This design comes from an exercise in tuning for small area on the open sky130 flow, not from production work.
The RTL was checked by simulation tests, not by an equivalence proof against the original design.
No activity file was given, so power comes from the tool's default toggle rates.

**config.mk**
```make
export PLATFORM = sky130hd
export DESIGN_NAME = go_back_n_sender_top
export DESIGN_NICKNAME = go_back_n_sender_top
export VERILOG_FILES = /design/flow/design.v
export SDC_FILE = /design/flow/constraint.sdc
export NUM_CORES = 4
export LEC_CHECK = 0
export CAP_MARGIN = 20
export CORE_MARGIN = 2
export CORE_UTILIZATION = 80
export CTS_BUF_LIST = sky130_fd_sc_hd__clkbuf_8
export CTS_CLUSTER_DIAMETER = 60
export CTS_CLUSTER_SIZE = 16
export SLEW_MARGIN = 20
```
**constraint.sdc**
```tcl
create_clock -name core_clock -period 5.0 [get_ports {clk}]
set_input_delay 1.0000 -clock core_clock [delete_from_list [all_inputs] [get_ports {clk}]]
set_output_delay 1.0000 -clock core_clock [all_outputs]
set_load 0.01 [all_outputs]
```
**design.v**
```verilog
package gbn_pkg;
	localparam logic [1:0] CMD_DATA  = 2'd0;
	localparam logic [1:0] CMD_ACK   = 2'd1;
	localparam logic [1:0] CMD_ABORT = 2'd2;
	localparam logic [1:0] CMD_TICK  = 2'd3;
	localparam logic [2:0] KIND_DATA  = 3'd0;
	localparam logic [2:0] KIND_CONF  = 3'd1;
	localparam logic [2:0] KIND_ABORT = 3'd2;
	localparam logic [2:0] KIND_BREAK = 3'd3;
	localparam logic [2:0] KIND_DISC  = 3'd4;
	localparam logic [1:0] REG_CONNECT = 2'd0;
	localparam logic [1:0] REG_RETX    = 2'd1;
	localparam logic [1:0] REG_INACT   = 2'd2;
	localparam logic [15:0] CONNECT_RESET = 16'd5;
	localparam logic [15:0] RETX_RESET    = 16'd5;
	localparam logic [15:0] INACT_RESET   = 16'd10;
endpackage
module gbn_timers (
	input  logic        clk,
	input  logic        arst_n,
	input  logic        start_a,    
	input  logic        start_b,    
	input  logic        inc,        
	input  logic [15:0] lim,        
	output logic        ph,         
	output logic        idle,       
	output logic        fire        
);
	logic [15:0] t0_q, t1_q;
	logic        pa_q, pb_q, ph_q;
	logic        clr;
	logic [16:0] nxt;
	assign ph   = ph_q;
	assign idle = !pa_q && !pb_q;
	assign clr  = ph_q ? pb_q : pa_q;
	assign nxt  = {1'b0, t0_q} + 17'(inc);
	assign fire = nxt >= {1'b0, lim};
	always_ff @(posedge clk) begin
		t0_q <= t1_q;
		t1_q <= clr ? 16'd0 : nxt[15:0];
	end
	always_ff @(posedge clk or negedge arst_n) begin
		if (!arst_n) begin
			ph_q <= 1'b0;
			pa_q <= 1'b0;
			pb_q <= 1'b0;
		end else begin
			ph_q <= !ph_q;
			pa_q <= start_a || (pa_q && ph_q);
			pb_q <= start_b || (pb_q && !ph_q);
		end
	end
endmodule
import gbn_pkg::*;
module go_back_n_sender_top #(
	parameter int WINDOW = 5
) (
	input  logic        clk,
	input  logic        arst_n,
	input  logic        in_valid,
	output logic        in_stall,
	input  logic [1:0]  command,
	input  logic [15:0] seq_num,
	input  logic        end_of_message,
	input  logic [15:0] conn_id,
	input  logic [15:0] dest_address,
	input  logic [15:0] src_address,
	input  logic [9:0]  payload_len,
	input  logic [31:0] payload_word,
	output logic        out_valid,
	input  logic        out_stall,
	output logic [2:0]  kind,
	output logic [15:0] out_seq,
	output logic        out_eom,
	output logic [15:0] out_conn,
	output logic [15:0] out_dest,
	output logic [15:0] out_src,
	output logic [9:0]  out_len,
	output logic [31:0] out_payload,
	output logic        last_of_run,
	input  logic        psel,
	input  logic        penable,
	input  logic        pwrite,
	input  logic [3:0]  paddr,
	input  logic [31:0] pwdata,
	output logic [31:0] prdata,
	output logic        pready
);
	typedef enum logic [3:0] {
		S_IDLE, S_INS, S_TA, S_TB, S_SCAN, S_REL, S_DNEW, S_DCONF, S_RSND, S_ECR
	} state_t;
	localparam logic [1:0] M_IDLE = 2'd0, M_AWAIT = 2'd1, M_CONN = 2'd2, M_BREAK = 2'd3;
	logic [106:0] d_q [5];
	logic [2:0]   rk_q [5];
	logic [106:0] in_f;
	logic [106:0] h;
	logic [15:0]  h_seq, h_conn;
	logic [2:0]   h_rk;
	logic         ins;
	logic [2:0]   rk_in;
	state_t      st_q;
	logic [1:0]  mode_q;
	logic [2:0]  cnt_q;
	logic [2:0]  k_q;
	logic [2:0]  sc_q;
	logic [2:0]  cr_q;
	logic        nm_q;
	logic        fa_q;
	logic        arm_q;
	logic [15:0] f_q;
	logic [15:0] lim_q [3];
	logic        ov_q;
	logic [2:0]  kind_q;
	logic        last_q;
	logic [15:0] o_seq_q, o_conn_q;
	logic [74:0] o_rest_q;
	logic        acc;
	logic        out_free;
	logic        seq_hit;
	logic        at_k;
	logic        busy_conn;
	logic        drop_cmd;
	logic        nm_now;
	logic        brk_conf;
	logic        t_ph, t_idle, t_fire, t_inc, t_sa, t_sb;
	logic [15:0] t_lim;
	gbn_timers u_timers (
		.clk(clk), .arst_n(arst_n), .start_a(t_sa), .start_b(t_sb), .inc(t_inc),
		.lim(t_lim), .ph(t_ph), .idle(t_idle), .fire(t_fire)
	);
	assign t_lim = t_ph ? lim_q[2] : (mode_q == M_AWAIT ? lim_q[0] : lim_q[1]);
	assign pready = 1'b1;
	always_comb begin
		unique case (paddr[3:2])
			REG_CONNECT: prdata = {16'd0, lim_q[0]};
			REG_RETX:    prdata = {16'd0, lim_q[1]};
			REG_INACT:   prdata = {16'd0, lim_q[2]};
			default:     prdata = '0;
		endcase
	end
	always_ff @(posedge clk or negedge arst_n) begin
		if (!arst_n) begin
			lim_q[0] <= CONNECT_RESET;
			lim_q[1] <= RETX_RESET;
			lim_q[2] <= INACT_RESET;
		end else if (psel && penable && pwrite) begin
			unique case (paddr[3:2])
				REG_CONNECT: lim_q[0] <= pwdata[15:0];
				REG_RETX:    lim_q[1] <= pwdata[15:0];
				REG_INACT:   lim_q[2] <= pwdata[15:0];
				default: ;
			endcase
		end
	end
	assign in_f   = {seq_num, conn_id, end_of_message, payload_len, src_address,
		dest_address, payload_word};
	assign h      = d_q[0];
	assign h_seq  = h[106:91];
	assign h_conn = h[90:75];
	assign h_rk   = rk_q[0];
	assign seq_hit = (h_seq == seq_num);
	assign at_k   = (h_rk == k_q);
	assign busy_conn = mode_q[1];
	assign ins = (st_q == S_INS) && (h_rk == cnt_q);
	always_comb begin
		rk_in = h_rk;
		if (st_q == S_REL) begin
			if (h_rk == k_q)     rk_in = 3'd4;
			else if (h_rk > k_q) rk_in = h_rk - 3'd1;
		end
	end
	always_ff @(posedge clk) begin
		for (int i = 0; i < 4; i++) d_q[i] <= d_q[i + 1];
		d_q[4] <= ins ? in_f : h;
	end
	always_ff @(posedge clk or negedge arst_n) begin
		if (!arst_n) begin
			for (int i = 0; i < 5; i++) rk_q[i] <= 3'(i);
		end else begin
			for (int i = 0; i < 4; i++) rk_q[i] <= rk_q[i + 1];
			rk_q[4] <= rk_in;
		end
	end
	assign drop_cmd = (command == CMD_ABORT && busy_conn) ||
		(command == CMD_ACK && mode_q == M_CONN && seq_num == f_q);
	assign nm_now   = nm_q || (seq_hit && h_rk == cnt_q - 3'd1);
	assign brk_conf = (mode_q == M_BREAK) && nm_now;
	always_comb begin
		acc = 1'b0;
		unique case (st_q)
			S_IDLE: acc = in_valid && !ov_q && (
				(command == CMD_TICK && (mode_q == M_IDLE || (mode_q == M_AWAIT && !arm_q))) ||
				(command != CMD_TICK && command != CMD_DATA && mode_q == M_IDLE) ||
				(command != CMD_ACK && command != CMD_TICK && mode_q == M_AWAIT) ||
				(command == CMD_DATA && mode_q == M_BREAK) ||
				drop_cmd);
			S_INS:  acc = (h_rk == cnt_q);
			S_TA:   acc = !t_ph && t_idle && mode_q == M_AWAIT;
			S_TB:   acc = 1'b1;
			S_SCAN: acc = (cnt_q == '0) || (at_k && !seq_hit && k_q == cnt_q - 3'd1);
			S_REL:  acc = (sc_q == 3'd4);
			default: acc = 1'b0;
		endcase
	end
	assign in_stall = !acc;
	assign out_free = !ov_q || !out_stall;
	always_comb begin
		t_sa  = 1'b0;
		t_sb  = 1'b0;
		t_inc = 1'b0;
		unique case (st_q)
			S_INS: begin
				if (acc) begin
					if (mode_q == M_IDLE) begin
						t_sa = 1'b1;
					end else if (mode_q == M_AWAIT) begin
						t_sa = (seq_num == 16'd1);
						t_sb = (seq_num == 16'd1);
					end else begin
						t_sb = 1'b1;
						if (cnt_q == 3'd4) t_sa = 1'b1;
					end
				end
			end
			S_TA: t_inc = !t_ph && t_idle;
			S_TB: begin
				t_inc = 1'b1;
				if (!t_fire && fa_q) t_sa = 1'b1;
			end
			S_SCAN, S_REL: begin
				if (acc) begin
					t_sa = 1'b1;
					t_sb = (mode_q == M_BREAK);
				end
			end
			default: ;
		endcase
	end
	state_t      st_n;
	logic [1:0]  mode_n;
	logic [2:0]  cnt_n, k_n, sc_n, cr_n;
	logic        ov_n, nm_n, fa_n, arm_n;
	logic [15:0] f_n;
	logic        ld;
	always_comb begin
		st_n   = st_q;
		mode_n = mode_q;
		cnt_n  = cnt_q;
		ov_n   = ov_q;
		k_n    = k_q;
		sc_n   = sc_q + 3'd1;
		cr_n   = cr_q;
		nm_n   = nm_q;
		fa_n   = fa_q;
		arm_n  = arm_q;
		f_n    = f_q;
		ld     = 1'b0;
		if (ov_q && !out_stall) ov_n = 1'b0;
		unique case (st_q)
			S_IDLE: begin
				nm_n = 1'b0;
				k_n  = '0;
				if (in_valid && !ov_q) begin
					if (acc) begin
						if (drop_cmd) begin
							mode_n = M_IDLE; cnt_n = '0;
							ld = 1'b1;
						end
					end else if (command == CMD_TICK) begin
						st_n = S_TA;
					end else if (command == CMD_ACK && busy_conn) begin
						st_n = S_SCAN;
					end else begin
						st_n = S_INS;
					end
				end
			end
			S_INS: begin
				if (acc) begin
					st_n = S_IDLE;
					unique case (mode_q)
						M_IDLE: begin
							mode_n = M_AWAIT;
							arm_n  = 1'b1;
							f_n    = '0;
							cr_n   = '0;
							k_n    = '0;
							st_n   = S_DNEW;
						end
						M_AWAIT: begin
							arm_n = 1'b0;
							cr_n  = '0;
							k_n   = '0;
							if (seq_num == 16'd1) begin
								mode_n = M_CONN;
								st_n   = S_DCONF;
							end
						end
						default: begin
							cr_n  = cnt_q;
							k_n   = cnt_q;
							cnt_n = cnt_q + 3'd1;
							if (end_of_message) f_n = seq_num;
							if (cnt_q == 3'd4) mode_n = M_BREAK;
							st_n  = S_DNEW;
						end
					endcase
				end
			end
			S_TA: begin
				if (!t_ph && t_idle) begin
					fa_n = t_fire;
					k_n  = cr_q;
					if (mode_q == M_AWAIT) begin
						if (t_fire) begin
							mode_n = M_IDLE; cnt_n = '0;
							st_n   = S_ECR;
						end else begin
							st_n = S_IDLE;
						end
					end else begin
						st_n = S_TB;
					end
				end
			end
			S_TB: begin
				if (t_fire) begin
					mode_n = M_IDLE; cnt_n = '0;
					st_n   = S_ECR;
				end else if (fa_q && cnt_q != '0) begin
					k_n  = '0;
					st_n = S_RSND;
				end else begin
					st_n = S_IDLE;
				end
			end
			S_SCAN: begin
				sc_n = '0;
				if (acc) begin
					st_n = S_IDLE;
				end else if (at_k) begin
					if (seq_hit) st_n = S_REL;
					else k_n = k_q + 3'd1;
				end
			end
			S_REL: begin
				nm_n = nm_now;
				if (sc_q == 3'd4) begin
					cnt_n = cnt_q - 3'd1;
					if (cr_q == k_q)     cr_n = 3'd4;
					else if (cr_q > k_q) cr_n = cr_q - 3'd1;
					if (brk_conf) begin
						mode_n = M_CONN;
						ld     = 1'b1;
					end
					st_n = S_IDLE;
				end
			end
			S_DNEW, S_DCONF, S_RSND, S_ECR: begin
				if (at_k && out_free) begin
					ld = 1'b1;
					if (st_q == S_RSND) begin
						k_n = k_q + 3'd1;
						if (k_q == cnt_q - 3'd1) st_n = S_IDLE;
					end else if (st_q == S_DNEW && mode_q != M_AWAIT) begin
						st_n = S_DCONF;
					end else begin
						st_n = S_IDLE;
					end
				end
			end
			default: st_n = S_IDLE;
		endcase
		if (ld) ov_n = 1'b1;
	end
	always_ff @(posedge clk or negedge arst_n) begin
		if (!arst_n) begin
			st_q   <= S_IDLE;
			mode_q <= M_IDLE;
			cnt_q  <= '0;
			ov_q   <= 1'b0;
		end else begin
			st_q   <= st_n;
			mode_q <= mode_n;
			cnt_q  <= cnt_n;
			ov_q   <= ov_n;
		end
	end
	always_ff @(posedge clk) begin
		k_q   <= k_n;
		sc_q  <= sc_n;
		cr_q  <= cr_n;
		nm_q  <= nm_n;
		fa_q  <= fa_n;
		arm_q <= arm_n;
		f_q   <= f_n;
	end
	logic ld_data, ld_seq, ld_port;
	assign ld_data = (st_q == S_DNEW || st_q == S_RSND);
	assign ld_seq  = ld_data || st_q == S_REL || (st_q == S_DCONF && mode_q != M_BREAK);
	assign ld_port = (st_q == S_IDLE || st_q == S_REL);
	always_ff @(posedge clk) begin
		o_rest_q <= (h[74:0] & {75{ld && ld_data}}) | (o_rest_q & {75{!ld}});
		o_seq_q  <= (h_seq & {16{ld && ld_seq}}) | (o_seq_q & {16{!ld}});
		o_conn_q <= (h_conn & {16{ld && !ld_port}}) | (conn_id & {16{ld && ld_port}}) |
			(o_conn_q & {16{!ld}});
		if (ld) begin
			unique case (st_q)
				S_DNEW, S_RSND: kind_q <= KIND_DATA;
				S_DCONF:        kind_q <= (mode_q == M_BREAK) ? KIND_BREAK : KIND_CONF;
				S_ECR:          kind_q <= KIND_ABORT;
				S_REL:          kind_q <= KIND_CONF;
				default:        kind_q <= (command == CMD_ABORT) ? KIND_ABORT : KIND_DISC;
			endcase
			unique case (st_q)
				S_DNEW:  last_q <= (mode_q == M_AWAIT);
				S_RSND:  last_q <= (k_q == cnt_q - 3'd1);
				default: last_q <= 1'b1;
			endcase
		end
	end
	assign out_valid   = ov_q;
	assign kind        = kind_q;
	assign last_of_run = last_q;
	assign out_seq     = o_seq_q;
	assign out_conn    = o_conn_q;
	assign out_eom     = o_rest_q[74];
	assign out_len     = o_rest_q[73:64];
	assign out_src     = o_rest_q[63:48];
	assign out_dest    = o_rest_q[47:32];
	assign out_payload = o_rest_q[31:0];
endmodule
```
**flow/run.sh**
```bash
#!/bin/bash
set -euo pipefail
export BUFFER_PORTS_ARGS="-buffer_cell sky130_fd_sc_hd__buf_1"
export CTS_ARGS="-sink_clustering_enable -repair_clock_nets -sink_clustering_size 14 -sink_clustering_max_diameter 60 -buf_list sky130_fd_sc_hd__clkbuf_8 -dont_use_dummy_load"
bash standard.sh > standard.log 2>&1
```
**standard.sh**
```bash
#!/bin/bash
# synth_recipe.tcl (not shown) runs the flow's synth.tcl, then flattens the netlist and writes it again
# the make line also repeats each setting of config.mk as NAME=value (left out here)
make -C /OpenROAD-flow-scripts/flow DESIGN_CONFIG=/design/flow/config.mk WORK_HOME=/design/flow/orfs CLKGATE_MAP_FILE= SYNTH_SCRIPT=/design/flow/synth_recipe.tcl "${@:-finish}"
```
==> impl_metrics.tcl, run 1 <==
set metrics [dict create \
    crit_required_ns 5.19 \
    fin_ws_ns 0.588 \
    ys_types 66 \
    cts_tree "done" \
    hold_viol 0 \
    cp_max_fo 6 \
    synth-seq-cells 782 \
    cp-end-kind "flip-flop" \
    grt_pass1_wl_um 88600 \
    syn-cell-area_mm2 0.0233 \
    status "finished clean" \
    grt_pass1_vias 15828 \
    timing.fmax_ghz 0.227 \
    regArea_mm2 0.0163 \
    mostFrequentLayoutCell "dfxtp_1" \
    cts_htree_levels 3 \
    post_cts_buffers 0 \
    wirelength_um 57800 \
    firstDrtPassIters 5 \
    p_clk_frac 0.185 \
    dr_total_vias 15091 \
    cp.arrival_ns 4.60 \
    final_nets 2328 \
    grt.total_usage 0.377 \
    ant_nets 0 \
    root_buffer "clkbuf_8" \
    internal-power_mw 11.4 \
    multi_input_area_mm2 0.00655 \
    first_iter_violations 1258 \
    synth_top_area_frac 0.581 \
    synth-edff-count 29 \
    yosys_warnings 5 \
    irDropWorstVdd_mv 0.513 \
    die_w_um 175 \
    fin_crit_sh 0.882 \
    grt_max_degree 198 \
    met3_length_um 4230 \
    switching_share 0.321 \
    final-max-slew-violation-count 0 \
    mostFrequentLayoutCells "677 x dfxtp_1, 271 x nand2_1, 261 x buf_1" \
    cts.repair.resized 0 \
    fillers 1113 \
    setup_viol 0 \
    met2WireLength_um 29000 \
    hp-class "reg2reg" \
    vias_per_cell 5.97 \
    yosys-top-cells-area "dfxtp_1 58%, mux2_2 7.7%, dfrtp_1 7.0%, nand2_1 4.4%, edfxtp_1 3.7%" \
    gp_congestion 0.871 \
    die_h_um 175 \
    start_util 0.813 \
    skew_ns 0.135 \
    finalSetupTns_ns 0 \
    seqPwrFrac 0.589 \
    rsz0062_at_grt "no" \
    clk_latency_ns 0.67 \
    core_area_mm2 0.0287 \
    holdWs_ns 0.252 \
    worst_pin_slew_ns 1.03 \
    layout-drive-gt1-share 0.132 \
    syn_avg_cell_area_um2 12.5 \
    grt_overflow 0 \
    fin_crit_ns 4.41 \
    cts_max_path_buffers 3 \
    p_leak_nw 10.4 \
    max_cap_viol_count 0 \
    synthFlopType "dfxtp_1" \
    cts_sinks 782 \
    drc 0 \
    dieArea_mm2 0.0305 \
    ios 298 \
    areaGrowthSynthToFinish_pct 9.62 \
    syn_inst 1863 \
    cts_hold_buf 0 \
    highest_layer "met4" \
    async_flop_share 0.0972 \
    io_buffers 262 \
    worstSetupStartpointType "flip-flop" \
    antenna_found_initial 4 \
    combPwrFrac 0.226 \
    place_ws_ns 0.646 \
    critical_path_class "reg2reg" \
    p_per_area_mw_per_mm2 655 \
    cts_buffers 66 \
    wire_per_inst_um 22.9 \
    path_clk_slew_ns 0.08 \
    yosys.area.top_type "dfxtp_1" \
    m1WireLength_um 21500 \
    rows 62 \
    slew_headroom 0.315 \
    seq_area_frac_synth 0.701 \
    utilization 0.891 \
    hpwlAfterDp_um 33100 \
    switchingPower_mw 5.38 \
]
## synthesized netlist by cell type, types with 9 or more instances
library cell    n
dfrtp_1        65
nand2_1       271
inv_1          23
nand4_1        13
dfxtp_1       677
buf_4          17
nand3_1        18
nor2_1         52
mux2_2        160
buf_2          20
a21oi_1        44
o21ai_0       108
mux2i_1        33
nor3_1         15
edfxtp_1       29
ha_1           36
nor2b_1        38
a22oi_1        16
xnor2_1        52
xor2_1          9
clkbuf_1       51
o21ai_1        18
dfstp_2        11
## logic make-up (layout without fill, tap and decap cells)
family,after synthesis,after routing,synth area share
compound gates,221,221,0.0553
mux,194,194,0.0919
buf+inv,117,377,0.0226
flops,782,782,0.701
fa+ha+maj,36,36,0.0193
xor+xnor,61,61,0.0229
simple gates,450,450,0.0872
other cells,2,22,0.000322
## final timing paths
check / from / endpoint / slack, ns / cells after the start
setup / recovery: u_timers.pb_q / k_q[2] / 0.59 / 16
hold / removal: d_q[4][8] / d_q[3][8] / 0.25 / 0
setup reg to reg: u_timers.pb_q / k_q[2] / 0.59 / 16
hold reg to reg: d_q[4][8] / d_q[3][8] / 0.25 / 0
max in group asynchronous: arst_n / mode_q[1] / 3.60 / 2
min in group asynchronous: arst_n / lim_q[0][13] / 0.40 / 1
## area by class of cell
type,instances,area share
well taps,384,0.0188
repair buffers,288,0.0467
flip-flops and latches,782,0.639
diodes,5,0.000489
inverters,23,0.00338
multi-input cells,979,0.256
clock buffers,66,0.0355
## flip-flops by register name, indices dropped and copies added (netlist names), 4 cells and up
name,cells
d_q,535
u_timers.t1_q,16
o_seq_q,16
lim_q,48
o_conn_q,16
st_q,4
rk_q,15
f_q,16
u_timers.t0_q,16
o_rest_q,75
## worst max-delay path, stage by stage (launching register included)
cell and delay (ns):
dfrtp_1 0.40, nor3_1 0.39, nand2_1 0.16, nand2_1 0.12, ha_1 0.21, and3_1 0.32, and3_1 0.21, xor2_1 0.19
ha_1 0.28, and4_1 0.20, a221oi_1 0.25, nor2_1 0.06, nor3_1 0.31, inv_1 0.17, o21ai_0 0.19, a21oi_1 0.08
a211oi_1 0.50
## stage by stage
| stage | area, um^2 | power [mW] | std cells |
|---|---|---|---|
| 2_1_floorplan | 23400 | 11.9 | 1878 |
| 3_3_place_gp | 24600 | 12.9 | 2456 |
| 3_5_place_dp | 24600 | 13.4 | 2456 |
| 4_1_cts | 25600 | 16.6 | 2522 |
| 5_1_grt | 25600 | 17.4 | 2525 |
| 6_report | 25600 | 16.8 | 2527 |
## layer usage
layer	vias to the layer above	global-route usage
li1	6696	-
met1	7338	0.448
met2	817	0.651
met3	240	0.0779
met4	0	0.191
met5	-	0
## power groups by stage
stage	sequential [mW]	combinational (mW)	clock, mW
2_1_floorplan	9.54	2.34	0
3_3_place_gp	9.57	3.36	0
3_5_place_dp	9.79	3.56	0
4_1_cts	9.82	3.73	3.09
5_1_grt	10.0	4.04	3.32
6_report	9.87	3.79	3.09
==> inputs of run 2 (changes only) <==
==> flow/run.sh (replaced) <==
#!/bin/bash
set -euo pipefail
export BUFFER_PORTS_ARGS="-buffer_cell sky130_fd_sc_hd__buf_1"
export CTS_ARGS="-sink_clustering_enable -repair_clock_nets -sink_clustering_size 20 -sink_clustering_max_diameter 60 -buf_list sky130_fd_sc_hd__clkbuf_8 -dont_use_dummy_load"
bash standard.sh > standard.log 2>&1
--- a/config.mk
+++ b/config.mk
@@ -9,3 +9,3 @@
 export CORE_MARGIN = 2
-export CORE_UTILIZATION = 80
+export CORE_UTILIZATION = 70
 export CTS_BUF_LIST = sky130_fd_sc_hd__clkbuf_8
==> run 2 against run 1 <==
Effect of this change:
- count of clock-buffer cells in the layout fell by 19
- still clean
- design area fell by 0.55%
- sequential share of layout area is 0.36 points higher
- global-route usage shrank 13 points
- synthesized cell count did not move
- utilization is 11 points lower
- sequential power down 2.7%
- critical path type unchanged
==> impl_metrics.tcl, run 2 <==
set metrics [dict create \
    cts_max_path_buffers 3 \
    root_buffer "clkbuf_8" \
    grt_max_degree 108 \
    fillers 2089 \
    mostFrequentLayoutCell "dfxtp_1" \
    grt_overflow 0 \
    synth-seq-cells 782 \
    irDropWorstVdd_mv 0.620 \
    dieArea_mm2 0.0348 \
    finalSetupTns_ns 0 \
    final_nets 2312 \
    fin_crit_ns 4.30 \
    crit_required_ns 5.25 \
    hold_path.startpoint "d_q[2][10]" \
    clk_latency_ns 0.65 \
    syn_inst 1863 \
    critical_path_class "reg2reg" \
    final-max-slew-violation-count 0 \
    start_util 0.713 \
    vias_per_cell 5.29 \
    r2r_slack_ns 0.70 \
    firstDrtPassIters 5 \
    hpwlAfterDp_um 29900 \
    dr_total_vias 13567 \
    async_flop_share 0.0972 \
    setup_viol 0 \
    status "finished clean" \
    worst_pin_slew_ns 1.14 \
    rows 66 \
    cp-endpoint "k_q[2]" \
    cp-end-kind "flip-flop" \
    areaGrowthSynthToFinish_pct 9.01 \
    yosys_warnings 5 \
    die_w_um 187 \
    gp_congestion 0.862 \
    cp_max_fo 12 \
    cp.arrival_ns 4.55 \
    syn_avg_cell_area_um2 12.5 \
    rr_endpoint "k_q[2]" \
    layout-drive-gt1-share 0.126 \
    ant_nets 0 \
    worstSetupStartpointType "flip-flop" \
    ys_top_cells_by_count "677 x dfxtp_1, 271 x nand2_1, 160 x mux2_2" \
    cts_htree_levels 2 \
    synth_most_common_cell "dfxtp_1" \
    first_iter_violations 702 \
    hold_viol 0 \
    path_clk_slew_ns 0.11 \
    synth-edff-count 29 \
    hp-class "reg2reg" \
    fin_crit_sh 0.860 \
    ios 298 \
    wirelength_um 43900 \
    grt_pass1_vias 13674 \
    ys_types 66 \
    seq_area_frac_synth 0.701 \
    grt_pass1_wl_um 70000 \
    largest_reg_flops 535 \
    top_register "d_q" \
    mostFrequentLayoutCells "677 x dfxtp_1, 271 x nand2_1, 261 x buf_1" \
    yosys-top-cells-area "dfxtp_1 58%, mux2_2 7.7%, dfrtp_1 7.0%, nand2_1 4.4%, edfxtp_1 3.7%" \
    reg.largest.list "d_q (535), o_rest_q (75), lim_q (48)" \
    cts_buffers 47 \
    max_cap_viol_count 0 \
    timing.fmax_ghz 0.233 \
    syn-cell-area_mm2 0.0233 \
    skew_ns 0.117 \
    cts_tree "done" \
    wire_per_inst_um 17.1 \
    reg2reg_depth 19 \
    yosys.area.top_type "dfxtp_1" \
    r2r_start "st_q[2]" \
    core_area_mm2 0.0327 \
    die_h_um 187 \
    drc 0 \
    synth_top_area_frac 0.581 \
    slew_headroom 0.235 \
    antenna_found_initial 3 \
    startpoint "st_q[2]" \
    rsz0062_at_grt "no" \
    utilization 0.778 \
    synthFlopType "dfxtp_1" \
    p_leak_nw 10.3 \
    io_buffers 262 \
    p_per_area_mw_per_mm2 616 \
    cts_sinks 782 \
    grt.total_usage 0.251 \
]
==> run 2: logic make-up after synthesis <==
logic type | Yosys count | synth area share
fa+ha+maj | 36 | 0.0193
flops | 782 | 0.701
compound gates | 221 | 0.0553
buf+inv | 117 | 0.0226
xor+xnor | 61 | 0.0229
simple gates | 450 | 0.0872
other cells | 2 | 0.000322
mux | 194 | 0.0919
==> run 2: how the worst min path moves through the flow <==
stage,end,slack [ns],cells after the start
after floorplan,d_q[0][0],0.31,0
after global placement,d_q[1][45],0.31,0
after detailed placement,d_q[0][49],0.31,0
after CTS,d_q[1][10],0.27,0
after global routing,d_q[1][62],0.29,0
final,d_q[1][10],0.28,0
==> run 2: repair_timing <==
| action | 4_1_cts | 5_1_grt |
|---|---|---|
| gates resized for setup | 0 | 3 |
| hold buffers | 0 | 0 |
| setup buffers | 0 | 0 |
| endpoints found under the setup margin | 0 | 3 |
| endpoints found under the hold margin | 0 | 0 |
==> run 2: metal layers <==
| metal | routed length (um) | vias up | track usage |
|---|---|---|---|
| met2 | 20500 | 328 | 0.412 |
| met5 | 0 | - | 0 |
| met4 | 1230 | 0 | 0.0827 |
| li1 | - | 6659 | - |
| met3 | 2510 | 83 | 0.0594 |
| met1 | 19700 | 6497 | 0.332 |
==> run 2: through the flow <==
stage / setup slack [ns] / cells / hold WS (ns) / power, mW / cell area, um^2
3_5_place_dp: 0.563 / 2517 / 0.312 / 13.2 / 24800
6_report: 0.699 / 2567 / 0.275 / 15.7 / 25400
5_1_grt: 0.101 / 2565 / 0.290 / 16.5 / 25400
2_1_floorplan: 0.763 / 1878 / 0.310 / 11.9 / 23400
4_1_cts: 0.512 / 2564 / 0.274 / 15.8 / 25400
3_3_place_gp: 0.732 / 2517 / 0.310 / 13.0 / 24800
==> run 2: area by class of cell <==
type	instances	area, um^2	share of cell area
Inverter	23	86.3	0.00340
Clock buffer	47	647	0.0254
Sequential cell	782	16300	0.643
Timing Repair Buffer	291	1240	0.0489
Antenna cell	3	7.51	0.000295
Tap cell	442	553	0.0217
Multi-Input combinational cell	979	6550	0.258
==> run 2: where the power goes <==
part           internal [mW]  leakage, nW  switching, mW
Combinational           1.51         3.11           2.02
Clock                  0.850        0.338           1.69
Sequential              8.67         6.83          0.926
Total                   11.0         10.3           4.63
==> run 2: critical path: stages (launching register included) <==
cell and delay, ns:
dfrtp_1 0.42, buf_4 0.21, nor2_4 0.28, nand3_1 0.14
nand2_1 0.11, ha_1 0.20, and3_2 0.28, nand4_1 0.16
xnor2_1 0.23, ha_1 0.29, a21oi_1 0.14, o21ai_0 0.11
a221oi_1 0.31, nor2_1 0.08, nor3_2 0.24, inv_1 0.13
o21ai_0 0.19, a21oi_1 0.09, a211oi_1 0.23, buf_4 0.18
==> inputs of run 3 (changes only) <==
==> flow/run.sh (replaced) <==
#!/bin/bash
# The standard layout (standard.sh) with three changes:
#  - synthesis maps the logic with an area-oriented abc script (my_synth.tcl,
#    area.script); the registers are unchanged;
#  - the port buffers are the smallest buffer cell (sky130_fd_sc_hd__buf_1);
#  - clock tree synthesis uses clkbuf_8 clusters and adds no dummy loads.
set -euo pipefail
here=$(pwd)
export MY_ABC_SCRIPT="$here/flow/area.script"
export BUFFER_PORTS_ARGS="-buffer_cell sky130_fd_sc_hd__buf_1"
export CTS_ARGS="-sink_clustering_enable -repair_clock_nets -sink_clustering_size 16 -sink_clustering_max_diameter 60 -buf_list sky130_fd_sc_hd__clkbuf_8 -dont_use_dummy_load"
sed "s#SYNTH_SCRIPT=[^ ]*#SYNTH_SCRIPT=$here/flow/my_synth.tcl#" standard.sh > my_standard.sh
grep -q "SYNTH_SCRIPT=$here/flow/my_synth.tcl" my_standard.sh
bash my_standard.sh > standard.log 2>&1
==> flow/area.script (new file) <==
strash
dch
amap
==> flow/my_synth.tcl (new file) <==
# The standard flow's synthesis script (synth_recipe.tcl), with the final abc mapping run
# on an area-oriented script (flow/area.script) in place of the ORFS one.
# Only the combinational mapping changes; the registers are those of the
# standard synthesis.
proc synth {args} { yosys synth -nofsm -noshare {*}$args }
proc abc {args} {
  set i [lsearch $args -script]
  if {$i >= 0} { lset args [expr {$i + 1}] $::env(MY_ABC_SCRIPT) }
  yosys abc {*}$args
}
source $::env(SCRIPTS_DIR)/synth.tcl
# left out here: clear keep_hierarchy, flatten, clean up, hide names made inside functions, write 1_2_yosys.v
==> run 3 against run 2 <==
Effect of this change:
- the layout now fails its checks (negative setup slack)
- highest routed layer is now met5
- sequential power grew 4%
- global-route usage is 3.6 points higher
- final cell count increased by 7.7%
- design area grew 0.56%
- die area shrank 4.0%
- largest cell class unchanged
- clock power up 9.4%
- maximum frequency down 16%
- via count increased by 13%
- register-to-register slack lost 0.85 ns
==> impl_metrics.tcl, run 3 <==
set metrics [dict create \
    wirelength_um 48500 \
    syn_avg_cell_area_um2 11.4 \
    synth_top_area_frac 0.606 \
    synth-seq-cells 782 \
    synth-edff-count 29 \
    io_buffers 262 \
    die_h_um 183 \
    mostFrequentLayoutCells "677 x dfxtp_1, 261 x buf_1, 247 x clkinv_1" \
    cts_htree_levels 2 \
    violations "negative setup slack" \
    cp_max_fo 4 \
    path_buf_inv 6 \
    die_w_um 183 \
    r2r_slack_ns -0.15 \
    fin_crit_ns 5.15 \
    hold_viol 0 \
    vias_per_cell 5.54 \
    critPathSlowestCell "dfrtp_1" \
    reg.largest.list "d_q (535), o_rest_q (75), lim_q (48)" \
    irDropWorstVdd_mv 0.375 \
    clk_latency_ns 0.64 \
    layout-drive-gt1-share 0.0851 \
    grt.total_usage 0.287 \
    p_per_area_mw_per_mm2 637 \
    utilization 0.812 \
    power_mw 16.3 \
    grt_pass1_wl_um 76200 \
    holdWs_ns 0.302 \
    p_leak_nw 10.2 \
    drc 0 \
    finalSetupTns_ns -0.925 \
    final-max-slew-violation-count 0 \
    syn_inst 1968 \
    hold_path.startpoint "d_q[3][104]" \
    highest_layer "met5" \
    reg2reg_depth 29 \
    grt_pass1_vias 15348 \
    cp-end-kind "flip-flop" \
    hpwlAfterDp_um 32000 \
    cts_max_path_buffers 3 \
    rows 65 \
    cpMostUsedCell "nor2_4" \
    worst_pin_slew_ns 1.06 \
    setup_viol 9 \
    max_stage_delay_ns 0.42 \
    met3_length_um 3500 \
    areaGrowthSynthToFinish_pct 14.3 \
    slew_headroom 0.291 \
    crit_required_ns 5.25 \
    synth_mux_area_frac 0 \
    cts_hold_buf 0 \
    synthFlopType "dfxtp_1" \
    yosys_warnings 5 \
    met2WireLength_um 23300 \
    fin_ws_ns -0.148 \
    ys_top_cells_by_count "677 x dfxtp_1, 258 x clkinv_1, 237 x o21ai_0" \
    root_buffer "clkbuf_8" \
    timing.fmax_ghz 0.194 \
    ios 298 \
    r2r_start "st_q[2]" \
    worstHoldPathCells 0 \
    synth_most_common_cell "dfxtp_1" \
    cts_tree "done" \
    rr_endpoint "k_q[2]" \
    fillers 1853 \
    cts_sinks 782 \
    critical_path_class "reg2reg" \
    ys_types 48 \
    async_flop_share 0.0972 \
    seq_area_frac_synth 0.731 \
    synth-compound-area-share 0.123 \
    path_delay_family "simple AND/OR/NAND/NOR gates" \
    antenna_found_initial 2 \
    yosys-top-cells-area "dfxtp_1 61%, dfrtp_1 7.3%, o21ai_0 5.3%, clkinv_1 4.3%, nand2_1 4.0%" \
    worstSetupStartpointType "flip-flop" \
    syn-cell-area_mm2 0.0224 \
    dr_total_vias 15305 \
    largest_reg_flops 535 \
    fin_crit_sh 1.03 \
    synth_top_family_by_area "compound AO/OA/AOI/OAI gates" \
    core_area_mm2 0.0315 \
    skew_ns 0.0677 \
    top_register "d_q" \
    m1WireLength_um 20000 \
    firstDrtPassIters 7 \
    wire_per_inst_um 17.6 \
    yosys.area.top_type "dfxtp_1" \
    synthSimpleGateAreaFrac 0.0769 \
    hp-class "reg2reg" \
    grt_overflow 0 \
    max_cap_viol_count 0 \
    gp_congestion 0.879 \
    synth-xor-area-share 0.000392 \
    synth_fa_ha_area_frac 0.0201 \
    min_to "d_q[2][104]" \
    final_nets 2551 \
    rsz0062_at_grt "yes" \
    status "finished with violations" \
    mostFrequentLayoutCell "dfxtp_1" \
    ant_nets 0 \
    cp.arrival_ns 5.40 \
    start_util 0.711 \
    cts_buffers 57 \
    path_clk_slew_ns 0.09 \
    dieArea_mm2 0.0334 \
    grt_max_degree 105 \
    first_iter_violations 949 \
]
## run 3: cells by family (layout without fill, tap and decap cells)
group / after synthesis / after routing
other: 2 / 18
adders and majority gates: 36 / 36
AOI/OAI and AO/OA: 450 / 450
buffers and inverters: 275 / 653
and+or+nand+nor: 422 / 422
xor gates and xnor gates: 1 / 1
DFF: 782 / 782
## run 3: layout make-up
type	instances	area [um^2]	share of cell area
diodes	1	2.50	0.0000979
clock buffers	57	785	0.0307
inverters	258	980	0.0383
multi-input cells	926	5350	0.209
flip-flops and latches	782	16300	0.639
well taps	402	503	0.0197
repair buffers	338	1610	0.0629
## run 3: routing by layer
| metal | track usage | up-vias |
|---|---|---|
| met1 | 0.366 | 7236 |
| met4 | 0.118 | 2 |
| met5 | 0 | - |
| li1 | - | 7322 |
| met3 | 0.0624 | 151 |
| met2 | 0.481 | 594 |
## run 3: power breakdown
part | internal, mW | switching [mW]
logic | 1.19 | 2.26
clock network | 1.02 | 1.76
registers | 9.10 | 0.941
## run 3: per-stage QoR
step / cell area [um^2] / instances / setup WS (ns)
2_1_floorplan: 22500 / 1983 / -3.14
3_3_place_gp: 24400 / 2691 / -0.303
3_5_place_dp: 24400 / 2691 / -0.464
4_1_cts: 25300 / 2751 / 0.0105
5_1_grt: 25600 / 2764 / -0.399
6_report: 25600 / 2764 / -0.148
## run 3: timing repair
item                                    in CTS  in global routing
gates resized for setup                     20                 44
pin swaps                                    2                 26
cloned                                       0                  0
endpoints found under the setup margin      12                 12
buffers inserted                             3                 11
## run 3: worst max-delay path by stage
stage | startpoint | end | cells past startpoint
after floorplan | st_q[2] | st_q[0] | 14
after global placement | st_q[3] | st_q[0] | 31
after detailed placement | st_q[3] | k_q[1] | 32
after CTS | st_q[2] | k_q[2] | 30
after global routing | st_q[2] | k_q[2] | 29
final | st_q[2] | k_q[2] | 29
==> inputs of run 4 (changes only) <==
==> flow/area.script (replaced) <==
strash
&get -n
&st
&dch
&nf -R 1000
&put
==> run 4 against run 3 <==
Effect of this change:
- the run now finishes clean
- via count is 16% lower
- area after synthesis hardly changed
- global-route usage down 2.9 points
- clock skew grew 0.032 ns
- design area down 2.7%
- synthesized cell count is 18% lower
- sequential power is 36% lower
- critical path type is now reg2out
- largest power group unchanged
==> impl_metrics.tcl, run 4 <==
set metrics [dict create \
    ys_types 45 \
    reg.largest.list "d_q (535), o_rest_q (75), lim_q (48)" \
    p_per_area_mw_per_mm2 381 \
    largest_reg_flops 535 \
    synth-seq-cells 782 \
    cp.arrival_ns 3.53 \
    cp_max_fo 17 \
    wirelength_um 42900 \
    vias_per_cell 5.43 \
    status "finished clean" \
    power_mw 9.49 \
    setup_viol 0 \
    synth_top_area_frac 0.606 \
    mostFrequentLayoutCells "677 x dfxtp_1, 261 x buf_1, 159 x mux2_1" \
    stdcell_count 2358 \
    final_nets 2145 \
    root_buffer "clkbuf_8" \
    irDropWorstVdd_mv 0.342 \
    critical_path_class "reg2out" \
    grt_pass1_wl_um 68300 \
    seq_area_frac_synth 0.730 \
    fin_crit_sh 0.906 \
    synth-edff-count 29 \
    grtUsageMet3 0.0663 \
    cts_max_path_buffers 3 \
    yosys-top-cells-area "dfxtp_1 61%, mux2_1 8.0%, dfrtp_1 7.3%, edfxtp_1 3.9%, a22o_1 3.6%" \
    hp-class "reg2reg" \
    p_leak_nw 10.3 \
    fillers 1947 \
    grt_pass1_vias 13260 \
    io_buffers 262 \
    ios 298 \
    utilization 0.790 \
    gr-usage-met2 0.429 \
    crit_chain "nor2b_2 -> clkinv_1 -> buf_4 -> nor3_1 -> a221oi_1 -> nand2_1 -> o21ai_0 -> nand4b_1 -> clkinv_1 -> buf_1" \
    areaGrowthSynthToFinish_pct 11.2 \
    ys_top_cells_by_count "677 x dfxtp_1, 159 x mux2_1, 140 x nand2_1" \
    yosys_warnings 5 \
    core_area_mm2 0.0315 \
    dr_total_vias 12800 \
    max_cap_viol_count 0 \
    layout-drive-gt1-share 0.0552 \
    first_iter_violations 723 \
    worst_pin_slew_ns 1.06 \
    gp_congestion 0.855 \
    cp-end-kind "primary output" \
    synthFlopType "dfxtp_1" \
    fin_crit_ns 4.53 \
    fin_ws_ns 0.469 \
    die_h_um 183 \
    antenna_found_initial 3 \
    hpwlAfterDp_um 28800 \
    wire_per_inst_um 18.2 \
    critPathSlowestCell "dfrtp_1" \
    cts_buffers 56 \
    cts_hold_buf 0 \
    syn-cell-area_mm2 0.0224 \
    path_clk_slew_ns 0.10 \
    cts_sinks 782 \
    start_util 0.711 \
    die_w_um 183 \
    cts_tree "done" \
    skew_ns 0.0994 \
    placedCellCount 2299 \
    grt_max_degree 76 \
    slew_headroom 0.294 \
    dieArea_mm2 0.0334 \
    top_register "d_q" \
    place_ws_ns 0.312 \
    crit_required_ns 4.00 \
    async_flop_share 0.0972 \
    syn_avg_cell_area_um2 13.9 \
    clk_latency_ns 0.64 \
    worstSetupStartpointType "flip-flop" \
    timing.fmax_ghz 0.221 \
    max_stage_delay_ns 0.60 \
    cts_htree_levels 2 \
    yosys.area.top_type "dfxtp_1" \
    rows 65 \
    final-max-slew-violation-count 0 \
    firstDrtPassIters 6 \
    grt_overflow 0 \
    finalSetupTns_ns 0 \
    grt.total_usage 0.258 \
    met1_usage 0.333 \
    rsz0062_at_grt "no" \
    cpMostUsedCell "clkinv_1" \
    ant_nets 0 \
    top_usage_layer "met2" \
    multi_input_area_mm2 0.00596 \
    synth_most_common_cell "dfxtp_1" \
    hold_viol 0 \
    syn_inst 1613 \
    mostFrequentLayoutCell "dfxtp_1" \
    regArea_mm2 0.0163 \
    drc 0 \
]
-- run 4: stage by stage --
| step | hold slack (ns) | cell area [um^2] |
|---|---|---|
| 5_1_grt | 0.265 | 24900 |
| 6_report | 0.261 | 24900 |
| 2_1_floorplan | 0.310 | 22500 |
| 4_1_cts | 0.260 | 24800 |
| 3_3_place_gp | 0.310 | 24100 |
| 3_5_place_dp | 0.312 | 24100 |
-- run 4: cells by family (layout without fill, tap and decap cells) --
group | Yosys count | after routing | share of synthesized area
buf+inv | 44 | 371 | 0.0102
compound gates | 231 | 231 | 0.0738
other cells | 2 | 18 | 0.000336
flops | 782 | 782 | 0.730
mux | 160 | 160 | 0.0805
simple gates | 298 | 298 | 0.0610
xor+xnor | 60 | 60 | 0.0235
fa+ha+maj | 36 | 36 | 0.0201
-- run 4: critical path: cells and delay by family, from the launching register on --
| family | cells | cell delay [ns] |
|---|---|---|
| compound gates | 2 | 0.21 |
| buf+inv | 4 | 1.38 |
| flops | 1 | 0.60 |
| simple gates | 4 | 0.73 |
-- run 4: power by group --
part           internal (mW)  switching, mW  leakage (nW)
Combinational          0.146          0.180          3.24
Sequential              6.36         0.0664          6.65
Clock                   1.00           1.73         0.403
-- run 4: worst paths after layout --
path / cells after the start / end / slack [ns] / from
worst min register to register: 0 / d_q[3][3] / 0.26 / d_q[4][3]
worst max-delay path: 10 / in_stall / 0.47 / mode_q[1]
min in group asynchronous: 1 / ov_q / 0.39 / arst_n
worst min-delay path: 0 / d_q[3][3] / 0.26 / d_q[4][3]
worst max register to register: 24 / k_q[1] / 0.49 / st_q[2]
max in group asynchronous: 2 / lim_q[2][3] / 3.68 / arst_n
-- run 4: cell type report --
type | instances | area share
Inverter | 27 | 0.00408
Antenna cell | 1 | 0.000101
Sequential cell | 782 | 0.657
Timing Repair Buffer | 288 | 0.0480
Clock buffer | 56 | 0.0310
Multi-Input combinational cell | 802 | 0.240
Tap cell | 402 | 0.0202
-- run 4: layer usage --
metal | share of wire | vias up | wire length (um)
li1 | - | 6210 | -
met3 | 0.072 | 89 | 3070
met2 | 0.47 | 370 | 20400
met5 | 0.00063 | - | 27
met1 | 0.43 | 6127 | 18300
met4 | 0.027 | 4 | 1160
-- run 4: repair_timing --
item | in CTS | in global routing
resized for setup | 0 | 4
setup endpoints to repair | 0 | 5
buffers inserted | 0 | 2
==> inputs of run 5 (changes only) <==
--- a/flow/run.sh
+++ b/flow/run.sh
@@ -10,3 +10,3 @@
 export BUFFER_PORTS_ARGS="-buffer_cell sky130_fd_sc_hd__buf_1"
-export CTS_ARGS="-sink_clustering_enable -repair_clock_nets -sink_clustering_size 16 -sink_clustering_max_diameter 60 -buf_list sky130_fd_sc_hd__clkbuf_8 -dont_use_dummy_load"
+export CTS_ARGS="-sink_clustering_enable -repair_clock_nets -sink_clustering_size 24 -sink_clustering_max_diameter 60 -buf_list sky130_fd_sc_hd__clkbuf_16 -dont_use_dummy_load"
 sed "s#SYNTH_SCRIPT=[^ ]*#SYNTH_SCRIPT=$here/flow/my_synth.tcl#" standard.sh > my_standard.sh
==> run 5 against run 4 <==
Effect of this change:
- sequential power about the same
- largest power group unchanged
- synthesized cell count unchanged
- setup slack improved by 0.011 ns
- design area is 1.0% higher
- die area did not move
- utilization grew 0.81 points
- critical path type is now reg2reg
- largest cell class unchanged
- via count increased by 1.0%
- still clean on timing, DRC and antenna
==> impl_metrics.tcl, run 5 <==
set metrics [dict create \
    seq_area_frac_synth 0.730 \
    largest_reg_flops 535 \
    cts_max_path_buffers 3 \
    die_h_um 183 \
    dieArea_mm2 0.0334 \
    yosys.area.top_type "dfxtp_1" \
    final_nets 2130 \
    skew_ns 0.0722 \
    top_register "d_q" \
    hpwlAfterDp_um 28800 \
    grt_max_degree 76 \
    gp_congestion 0.855 \
    yosys-top-cells-area "dfxtp_1 61%, mux2_1 8.0%, dfrtp_1 7.3%, edfxtp_1 3.9%, a22o_1 3.6%" \
    fillers 1869 \
    cts_buffers 41 \
    slew_headroom 0.276 \
    synthFlopType "dfxtp_1" \
    rows 65 \
    cts_sinks 782 \
    worst_pin_slew_ns 1.09 \
    wirelength_um 44500 \
    max_cap_viol_count 0 \
    antenna_found_initial 3 \
    crit_required_ns 5.21 \
    syn_inst 1613 \
    grt_pass1_vias 13410 \
    cp-end-kind "flip-flop" \
    synth-edff-count 29 \
    syn-cell-area_mm2 0.0224 \
    drc 0 \
    grt.total_usage 0.267 \
    setup_viol 0 \
    ios 298 \
    place_ws_ns 0.312 \
    async_flop_share 0.0972 \
    synth-seq-cells 782 \
    fin_crit_sh 0.904 \
    clk_latency_ns 0.56 \
    fin_ws_ns 0.480 \
    ys_types 45 \
    yosys_warnings 5 \
    cp_max_fo 6 \
    p_leak_nw 10.4 \
    fin_crit_ns 4.52 \
    start_util 0.711 \
    reg.largest.list "d_q (535), o_rest_q (75), lim_q (48)" \
    vias_per_cell 5.52 \
    cts_htree_levels 2 \
    areaGrowthSynthToFinish_pct 12.3 \
    syn_avg_cell_area_um2 13.9 \
    die_w_um 183 \
    worstSetupStartpointType "flip-flop" \
    timing.fmax_ghz 0.221 \
    holdWs_ns 0.301 \
    root_buffer "clkbuf_16" \
    path_clk_slew_ns 0.09 \
    firstDrtPassIters 5 \
    finalSetupTns_ns 0 \
    wire_per_inst_um 19.0 \
    cp.arrival_ns 4.73 \
    first_iter_violations 730 \
    ant_nets 0 \
    mostFrequentLayoutCell "dfxtp_1" \
    dr_total_vias 12928 \
    cts_tree "done" \
    synth_most_common_cell "dfxtp_1" \
    hold_viol 0 \
    grt_pass1_wl_um 70100 \
    core_area_mm2 0.0315 \
    io_buffers 262 \
    final-max-slew-violation-count 0 \
    layout-drive-gt1-share 0.0474 \
    hp-class "reg2reg" \
    ys_top_cells_by_count "677 x dfxtp_1, 159 x mux2_1, 140 x nand2_1" \
    mostFrequentLayoutCells "677 x dfxtp_1, 261 x buf_1, 159 x mux2_1" \
    critical_path_class "reg2reg" \
    irDropWorstVdd_mv 0.395 \
    status "finished clean" \
    grt_overflow 0 \
    rsz0062_at_grt "no" \
    synth_top_area_frac 0.606 \
    p_per_area_mw_per_mm2 398 \
]
[run 5: critical path, stage by stage, from the launching register on]
cell,delay (ns)
dfrtp_1,0.44
nor2_1,0.17
nand2_1,0.13
nor2_1,0.14
nand2_1,0.09
nand2_1,0.12
ha_1,0.18
nand2_1,0.10
nor2_2,0.14
and3_1,0.20
and3_1,0.19
and3_1,0.23
xor2_1,0.19
ha_1,0.29
nand2_1,0.09
nor2_1,0.05
a211oi_1,0.17
o21ai_0,0.13
nand3_1,0.10
a21boi_0,0.10
a2111oi_2,0.26
buf_4,0.21
nor2_1,0.05
nor4_2,0.26
buf_4,0.17
[run 5: kinds of logic after synthesis]
kind of cell	Yosys count	share of synthesized area
AOI/OAI and AO/OA	231	0.0738
buffers and inverters	44	0.0102
DFF	782	0.730
other	2	0.000336
adders and majority gates	36	0.0201
muxes	160	0.0805
xor gates and xnor gates	60	0.0235
and+or+nand+nor	298	0.0610
[run 5: repair_timing]
action / CTS / global route
buffers inserted: 0 / 2
hold buffers: 0 / 0
resized for setup: 0 / 3
endpoints found under the setup margin: 0 / 5
[run 5: through the flow]
| stage | util | area, um^2 | power (mW) | cells |
|---|---|---|---|---|
| after floorplan | - | 22500 | 6.75 | 1628 |
| after global placement | 0.764 | 24100 | 6.87 | 2299 |
| after detailed placement | 0.764 | 24100 | 6.90 | 2299 |
| after CTS | 0.797 | 25100 | 10.1 | 2340 |
| after global routing | 0.798 | 25100 | 10.3 | 2342 |
| final | 0.798 | 25100 | 10.0 | 2343 |
[run 5: final timing paths]
| path | from | slack (ns) | cells after the start | endpoint |
|---|---|---|---|---|
| setup / recovery | st_q[2] | 0.48 | 24 | k_q[0] |
| hold / removal | d_q[4][75] | 0.30 | 0 | d_q[3][75] |
| setup reg to reg | st_q[2] | 0.48 | 24 | k_q[0] |
| hold reg to reg | d_q[4][75] | 0.30 | 0 | d_q[3][75] |
| max in group asynchronous | arst_n | 3.63 | 2 | lim_q[2][3] |
| min in group asynchronous | arst_n | 0.46 | 1 | ov_q |
[run 5: final cells by class]
cell class / count / area [um^2] / area share
tap: 402 / 503 / 0.0200
clock buffer: 41 / 1030 / 0.0408
inverter: 27 / 101 / 0.00403
multi-input combinational: 802 / 5960 / 0.237
antenna: 1 / 2.50 / 0.0000996
sequential: 782 / 16300 / 0.650
timing repair buffer: 288 / 1190 / 0.0476
[run 5: where the power goes]
group / switching [mW] / leakage [nW] / internal [mW]
clock network: 1.78 / 0.505 / 1.46
registers: 0.0670 / 6.65 / 6.36
logic: 0.181 / 3.24 / 0.146
total: 2.02 / 10.4 / 7.97
[run 5: metal layers]
metal  routed length (um)  GRT usage
met4                 1260     0.0855
met1                18700      0.339
met2                21700      0.457
met3                 2890     0.0610
met5                   24          0
==> inputs of run 6 (changes only) <==
--- a/design.v
+++ b/design.v
@@ -98,3 +98,3 @@
 	logic [2:0]   h_rk;
-	logic         ins;
+	logic         ins, keep;
 	logic [2:0]   rk_in;
@@ -163,3 +163,2 @@
 	assign busy_conn = mode_q[1];
-	assign ins = (st_q == S_INS) && (h_rk == cnt_q);
 	always_comb begin
@@ -173,3 +172,3 @@
 		for (int i = 0; i < 4; i++) d_q[i] <= d_q[i + 1];
-		d_q[4] <= ins ? in_f : h;
+		d_q[4] <= (in_f & {107{ins}}) | (h & {107{keep}});
 	end
@@ -375,2 +374,13 @@
 	end
+	logic ins_n;
+	assign ins_n = (st_n == S_INS) && (rk_q[1] == cnt_q);
+	always_ff @(posedge clk or negedge arst_n) begin
+		if (!arst_n) begin
+			ins  <= 1'b0;
+			keep <= 1'b1;
+		end else begin
+			ins  <= ins_n;
+			keep <= !ins_n;
+		end
+	end
 	always_ff @(posedge clk or negedge arst_n) begin
--- a/flow/run.sh
+++ b/flow/run.sh
@@ -10,3 +10,3 @@
 export BUFFER_PORTS_ARGS="-buffer_cell sky130_fd_sc_hd__buf_1"
-export CTS_ARGS="-sink_clustering_enable -repair_clock_nets -sink_clustering_size 24 -sink_clustering_max_diameter 60 -buf_list sky130_fd_sc_hd__clkbuf_16 -dont_use_dummy_load"
+export CTS_ARGS="-sink_clustering_enable -repair_clock_nets -sink_clustering_size 16 -sink_clustering_max_diameter 60 -buf_list sky130_fd_sc_hd__clkbuf_8 -dont_use_dummy_load"
 sed "s#SYNTH_SCRIPT=[^ ]*#SYNTH_SCRIPT=$here/flow/my_synth.tcl#" standard.sh > my_standard.sh
==> run 6 against run 5 <==
Effect of this change:
- still clean
- non-clock buffer count up 2
- sequential share of layout area up 1.3 points
- synthesized cell count up 0.74%
- via count is 3.9% higher
- maximum frequency increased by 0.82%
- wire length is 0.57% higher
- critical path type is now reg2out
- critical endpoint is now in_stall
- largest power group unchanged
==> impl_metrics.tcl, run 6 <==
set metrics [dict create \
    status "finished clean" \
    grt.total_usage 0.268 \
    gp_congestion 0.870 \
    cts.repair.resized 0 \
    stdcell_count 2375 \
    cts_buffers 55 \
    cts_sinks 784 \
    seq_area_frac_synth 0.737 \
    met3_length_um 2900 \
    core_area_mm2 0.0314 \
    start_util 0.709 \
    cts_htree_levels 2 \
    rsz0062_at_grt "no" \
    hpwlAfterDp_um 29300 \
    switching_share 0.284 \
    final-max-slew-violation-count 0 \
    mostFrequentLayoutCell "dfxtp_1" \
    fin_crit_ns 4.48 \
    power_mw 14.3 \
    placedCellCount 2315 \
    m1WireLength_um 20200 \
    antenna_found_initial 6 \
    clk_latency_ns 0.63 \
    yosys-top-cells-area "dfxtp_1 61%, a22o_1 7.8%, dfrtp_1 7.4%, edfxtp_1 3.9%, mux2_1 2.5%" \
    wirelength_um 44800 \
    drc 0 \
    utilization 0.788 \
    ys_types 47 \
    internal-power_mw 10.3 \
    yosys.area.top_type "dfxtp_1" \
    ys_top_cells_by_count "677 x dfxtp_1, 199 x a22o_1, 118 x nand2_1" \
    worst_pin_slew_ns 1.10 \
    design_area_mm2 0.0247 \
    cp-end-kind "primary output" \
    critical_path_class "reg2out" \
    p_per_area_mw_per_mm2 580 \
    first_iter_violations 782 \
    synth-seq-cells 784 \
    synth_most_common_cell "dfxtp_1" \
    grt_overflow 0 \
    reg.largest.list "d_q (535), o_rest_q (75), lim_q (48)" \
    cts_hold_buf 0 \
    r2r_slack_ns 0.57 \
    dieArea_mm2 0.0332 \
    root_buffer "clkbuf_8" \
    ant_nets 0 \
    yosys_warnings 5 \
    slew_headroom 0.266 \
    cp_max_fo 24 \
    syn_inst 1625 \
    io_buffers 262 \
    die_w_um 182 \
    hp-class "reg2reg" \
    p_leak_nw 10.1 \
    syn_avg_cell_area_um2 13.7 \
    worstSetupStartpointType "flip-flop" \
    syn-cell-area_mm2 0.0222 \
    cts_tree "done" \
    mostFrequentLayoutCells "677 x dfxtp_1, 261 x buf_1, 199 x a22o_1" \
    synth_top_area_frac 0.609 \
    top_register "d_q" \
    met2WireLength_um 20500 \
    grt_max_degree 76 \
    switchingPower_mw 4.07 \
    p_clk_frac 0.190 \
    skew_ns 0.0968 \
    fin_crit_sh 0.897 \
    timing.fmax_ghz 0.223 \
    synthFlopType "dfxtp_1" \
    dr_total_vias 13430 \
    max_cap_viol_count 0 \
    hold_viol 0 \
    irDropWorstVdd_mv 0.438 \
    place_area_mm2 0.0239 \
    firstDrtPassIters 6 \
    highest_layer "met5" \
    cp.arrival_ns 3.48 \
    ios 298 \
    path_clk_slew_ns 0.10 \
    grt_pass1_wl_um 70700 \
    synth-edff-count 29 \
    crit_required_ns 4.00 \
    cts_max_path_buffers 3 \
    die_h_um 182 \
    wire_per_inst_um 18.8 \
    post_cts_buffers 0 \
    holdWs_ns 0.262 \
    finalSetupTns_ns 0 \
    place_ws_ns 0.553 \
    largest_reg_flops 535 \
    areaGrowthSynthToFinish_pct 11.2 \
    final_nets 2158 \
    fin_ws_ns 0.516 \
    vias_per_cell 5.65 \
    setup_viol 0 \
    seqPwrFrac 0.635 \
    combPwrFrac 0.175 \
    grt_pass1_vias 13392 \
    async_flop_share 0.0995 \
    rows 65 \
    layout-drive-gt1-share 0.0564 \
]
run 6: changes by cell type in the layout (fill, tap and decap cells not counted), moves of 5 or more:
cell and delta:
mux2_1 -110, a22o_1 +108, clkbuf_8 +55, clkbuf_16 -41, nand2_1 -22, a222oi_1 +8
a22oi_1 -8, and2_0 +8, clkinv_1 +8, xor2_1 +7, xnor2_1 -6, nor4_1 +5
run 6: final cells by class:
class / count / area [um^2]
Timing Repair Buffer: 290 / 1210
Antenna cell: 5 / 12.5
Fill cell: 1920 / 6660
Clock buffer: 55 / 757
Tap cell: 402 / 503
Multi-Input combinational cell: 803 / 5710
Inverter: 36 / 136
Sequential cell: 784 / 16400
run 6: path summary, 6_finish.rpt:
check / cells after the start / to / from
min: 0 / d_q[1][29] / d_q[2][29]
min reg2reg: 0 / d_q[1][29] / d_q[2][29]
min in group asynchronous: 1 / u_timers.pa_q / arst_n
max: 9 / in_stall / mode_q[1]
max reg2reg: 22 / ins / st_q[2]
max in group asynchronous: 2 / lim_q[0][13] / arst_n
run 6: cells by family after synthesis:
group / count (synthesis) / synth area share
AOI/OAI and AO/OA: 350 / 0.121
buffers and inverters: 53 / 0.0118
other: 2 / 0.000338
and+or+nand+nor: 289 / 0.0607
muxes: 50 / 0.0253
adders and majority gates: 36 / 0.0202
xor gates and xnor gates: 61 / 0.0240
DFF: 784 / 0.737
run 6: metal layers:
metal | vias to the layer above | GRT usage
met3 | 78 | 0.0539
met4 | 2 | 0.0835
met2 | 417 | 0.426
met5 | - | 0
li1 | 6392 | -
met1 | 6541 | 0.376
run 6: critical path: stages, from the launching register on:
cell and delay [ns]:
dfrtp_1 0.71, nor2b_2 0.19, clkinv_2 0.37, nor3_1 0.08, a221o_1 0.28, a311o_1 0.30
a31oi_1 0.18, nor4b_2 0.42, buf_4 0.23, buf_1 0.19
run 6: power groups by stage:
stage	sequential (mW)	clock [mW]	combinational [mW]
after floorplan	9.03	0	1.53
after global placement	9.10	0	2.39
after detailed placement	9.23	0	2.47
after CTS	9.12	2.78	2.50
after global routing	9.30	3.00	2.77
final	9.11	2.72	2.51
==> inputs of run 7 (changes only) <==
--- a/design.v
+++ b/design.v
@@ -107,3 +107,2 @@
 	logic        nm_q;
-	logic        fa_q;
 	logic        arm_q;
@@ -130,2 +129,4 @@
 	);
+	logic t_rdy;
+	assign t_rdy = t_idle && (t_ph == busy_conn);
 	assign t_lim = t_ph ? lim_q[2] : (mode_q == M_AWAIT ? lim_q[0] : lim_q[1]);
@@ -196,4 +197,3 @@
 			S_INS:  acc = (h_rk == cnt_q);
-			S_TA:   acc = !t_ph && t_idle && mode_q == M_AWAIT;
-			S_TB:   acc = 1'b1;
+			S_TA:   acc = t_rdy;
 			S_SCAN: acc = (cnt_q == '0) || (at_k && !seq_hit && k_q == cnt_q - 3'd1);
@@ -223,6 +223,6 @@
 			end
-			S_TA: t_inc = !t_ph && t_idle;
+			S_TA: t_inc = t_rdy;
 			S_TB: begin
 				t_inc = 1'b1;
-				if (!t_fire && fa_q) t_sa = 1'b1;
+				if (t_fire) t_sa = 1'b1;
 			end
@@ -240,3 +240,3 @@
 	logic [2:0]  cnt_n, k_n, sc_n, cr_n;
-	logic        ov_n, nm_n, fa_n, arm_n;
+	logic        ov_n, nm_n, arm_n;
 	logic [15:0] f_n;
@@ -252,3 +252,2 @@
 		nm_n   = nm_q;
-		fa_n   = fa_q;
 		arm_n  = arm_q;
@@ -309,12 +308,9 @@
 			S_TA: begin
-				if (!t_ph && t_idle) begin
-					fa_n = t_fire;
-					k_n  = cr_q;
-					if (mode_q == M_AWAIT) begin
-						if (t_fire) begin
-							mode_n = M_IDLE; cnt_n = '0;
-							st_n   = S_ECR;
-						end else begin
-							st_n = S_IDLE;
-						end
+				if (t_rdy) begin
+					k_n = cr_q;
+					if (t_fire) begin
+						mode_n = M_IDLE; cnt_n = '0;
+						st_n   = S_ECR;
+					end else if (mode_q == M_AWAIT) begin
+						st_n = S_IDLE;
 					end else begin
@@ -325,6 +321,3 @@
 			S_TB: begin
-				if (t_fire) begin
-					mode_n = M_IDLE; cnt_n = '0;
-					st_n   = S_ECR;
-				end else if (fa_q && cnt_q != '0) begin
+				if (t_fire && cnt_q != '0) begin
 					k_n  = '0;
@@ -403,3 +396,2 @@
 		nm_q  <= nm_n;
-		fa_q  <= fa_n;
 		arm_q <= arm_n;
--- a/flow/run.sh
+++ b/flow/run.sh
@@ -10,3 +10,3 @@
 export BUFFER_PORTS_ARGS="-buffer_cell sky130_fd_sc_hd__buf_1"
-export CTS_ARGS="-sink_clustering_enable -repair_clock_nets -sink_clustering_size 16 -sink_clustering_max_diameter 60 -buf_list sky130_fd_sc_hd__clkbuf_8 -dont_use_dummy_load"
+export CTS_ARGS="-sink_clustering_enable -repair_clock_nets -sink_clustering_size 10 -sink_clustering_max_diameter 60 -buf_list sky130_fd_sc_hd__clkbuf_4 -dont_use_dummy_load"
 sed "s#SYNTH_SCRIPT=[^ ]*#SYNTH_SCRIPT=$here/flow/my_synth.tcl#" standard.sh > my_standard.sh
==> run 7 against run 6 <==
Effect of this change:
- design area is 0.20% lower
- power is 2.1% lower
- clock skew is 0.038 ns lower
- critical path depth is 14 higher
- combinational power is 2% lower
- largest cell class unchanged
- die area is 0.10% lower
- area after synthesis is 0.11% lower
- critical endpoint is now ins
- clock power is 6% lower
- still clean
- setup slack worse by 0.19 ns
- sequential share of layout area hardly changed
- wire length is 0.33% higher
==> impl_metrics.tcl, run 7 <==
set metrics [dict create \
    status "finished clean" \
    hpwlAfterDp_um 29400 \
    rsz0062_at_grt "yes" \
    cp-end-kind "flip-flop" \
    async_flop_share 0.0996 \
    ant_nets 0 \
    grt_pass1_vias 13521 \
    die_w_um 182 \
    vias_per_cell 5.59 \
    irDropWorstVdd_mv 0.384 \
    seq_area_frac_synth 0.736 \
    cp.arrival_ns 5.32 \
    cp_max_fo 7 \
    fillers 1961 \
    grt.total_usage 0.271 \
    drc 0 \
    layout-drive-gt1-share 0.0763 \
    p_per_area_mw_per_mm2 569 \
    wire_per_inst_um 18.6 \
    yosys-top-cells-area "dfxtp_1 61%, a22o_1 7.8%, dfrtp_1 7.4%, edfxtp_1 3.8%, mux2_1 2.5%" \
    final-max-slew-violation-count 0 \
    max_cap_viol_count 0 \
    hp-class "in2async" \
    dr_total_vias 13499 \
    firstDrtPassIters 5 \
    synthFlopType "dfxtp_1" \
    synth-seq-cells 783 \
    cts_buffers 88 \
    yosys_warnings 5 \
    start_util 0.708 \
    core_area_mm2 0.0314 \
    rows 65 \
    top_register "d_q" \
    setup_viol 0 \
    cts_hold_buf 0 \
    crit_chain "or2_4 -> nor2_4 -> nand2_1 -> nand2_2 -> ha_1 -> nand4_1 -> nor3_4 -> xnor2_2 -> clkinv_1 -> ha_1 -> and3_1 -> a221o_1 -> a31oi_1 -> o21ai_1 -> nand3_1 -> nand2_1 -> a2111o_1 -> nor2b_1 -> nor2_1 -> o21ai_0 -> or3_1 -> or2_1 -> clkinv_1" \
    hold_viol 0 \
    max_stage_delay_ns 0.46 \
    areaGrowthSynthToFinish_pct 11.1 \
    yosys.area.top_type "dfxtp_1" \
    critical_path_class "reg2reg" \
    grt_pass1_wl_um 70900 \
    power_mw 14.0 \
    timing.fmax_ghz 0.214 \
    reg.largest.list "d_q (535), o_rest_q (75), lim_q (48)" \
    cts_sinks 783 \
    ios 298 \
    fin_crit_sh 0.934 \
    dieArea_mm2 0.0332 \
]
==> run 7: cell types whose count changed after synthesis, sizes merged, moves of 6 or more <==
cell / change
nor2: +28
a21oi: -21
nand2: -13
xnor2: +12
o21ai: +10
xor2: -9
a222oi: -6
a22oi: +6
==> run 7: path summary, 6_finish.rpt <==
kind	endpoint	from	slack, ns
hold / removal	u_timers.pa_q	arst_n	0.24
setup / recovery	ins	st_q[3]	0.33
setup reg to reg	ins	st_q[3]	0.33
min in group core_clock	d_q[0][50]	d_q[1][50]	0.30
hold reg to reg	d_q[0][50]	d_q[1][50]	0.30
max in group asynchronous	lim_q[2][4]	arst_n	3.79
==> run 7: power breakdown <==
group          internal [mW]  total [mW]  switching [mW]  leakage [nW]
clock                  0.813        2.57            1.76         0.405
sequential              8.16        9.00           0.842          6.78
combinational           1.03        2.46            1.43          2.94
==> run 7: logic make-up after synthesis <==
kind of cell             Yosys count  share of synthesized area
AND/OR/NAND/NOR                  298                     0.0616
AO/OA/AOI/OAI                    338                      0.118
adder cells (fa/ha/maj)           36                     0.0203
XOR/XNOR                          64                     0.0252
flip-flops                       783                      0.736
other                              2                   0.000338
buffers and inverters             55                     0.0122
multiplexers                      51                     0.0258
==> run 7: metrics by stage <==
| step | hold WS, ns | utilization | setup slack [ns] | cell area, um^2 |
|---|---|---|---|---|
| after global routing | 0.237 | 0.786 | 0.00961 | 24700 |
| after floorplan | 0.310 | - | 0.281 | 22300 |
| final | 0.236 | 0.786 | 0.328 | 24700 |
| after global placement | 0.310 | 0.762 | 0.0966 | 23900 |
| after detailed placement | 0.312 | 0.762 | 0.0701 | 23900 |
| after CTS | 0.212 | 0.783 | 0.0244 | 24600 |
==> run 7: repair_timing <==
| item | 4_1_cts | 5_1_grt |
|---|---|---|
| setup endpoints to repair | 0 | 11 |
| gates resized for setup | 0 | 21 |
| setup buffers | 0 | 1 |
| endpoints found under the hold margin | 0 | 0 |
==> run 7: critical path, delay by kind of cell, from the launching register on <==
| kind | cells | cell delay [ns] |
|---|---|---|
| xor+xnor | 1 | 0.15 |
| buf+inv | 2 | 0.14 |
| fa+ha+maj | 2 | 0.47 |
| compound gates | 5 | 1.07 |
| simple gates | 13 | 2.34 |
| flops | 1 | 0.46 |
==> run 7: layout make-up <==
| class | count | area [um^2] | area share |
|---|---|---|---|
| clock buffers | 88 | 661 | 0.0268 |
| inverters | 38 | 143 | 0.00578 |
| multi-input cells | 804 | 5750 | 0.233 |
| diodes | 9 | 22.5 | 0.000913 |
| well taps | 402 | 503 | 0.0204 |
| flip-flops and latches | 783 | 16400 | 0.663 |
| repair buffers | 291 | 1230 | 0.0498 |
==> run 7: metal layers <==
layer / wire length, um / global-route usage / part of all wire
met5: 0 / 0 / 0
met4: 1050 / 0.0974 / 0.023
met3: 2820 / 0.0651 / 0.063
met2: 20900 / 0.429 / 0.47
met1: 20100 / 0.370 / 0.45

==> re-timing with driven ports <==
Ports are ideal in the flow. The routed layouts listed here were re-timed in OpenROAD. Step 1 assumes that a clkbuf_16 drives the clock port and a buf_2 every other input. Step 2 times the ports against the registers' clock, not the clock port: input delays grow and output delays shrink by t, the midpoint of the rising clock arrivals with the driver on. Three values: ideal ports, drivers, drivers and shift; two values: the first two.
run	shift t [ns]	setup WS [ns]
run 1	0.649	0.588 / 0.588 / 0.588
run 2	0.637	0.699 / 0.699 / 0.699
run 3	0.651	-0.148 / -0.148 / -0.148
run 4	0.632	0.469 / 0.422 / 0.486
run 5	0.583	0.480 / 0.446 / 0.480
run 6	0.631	0.516 / 0.466 / 0.568
run 7	0.774	0.328 / 0.280 / 0.328
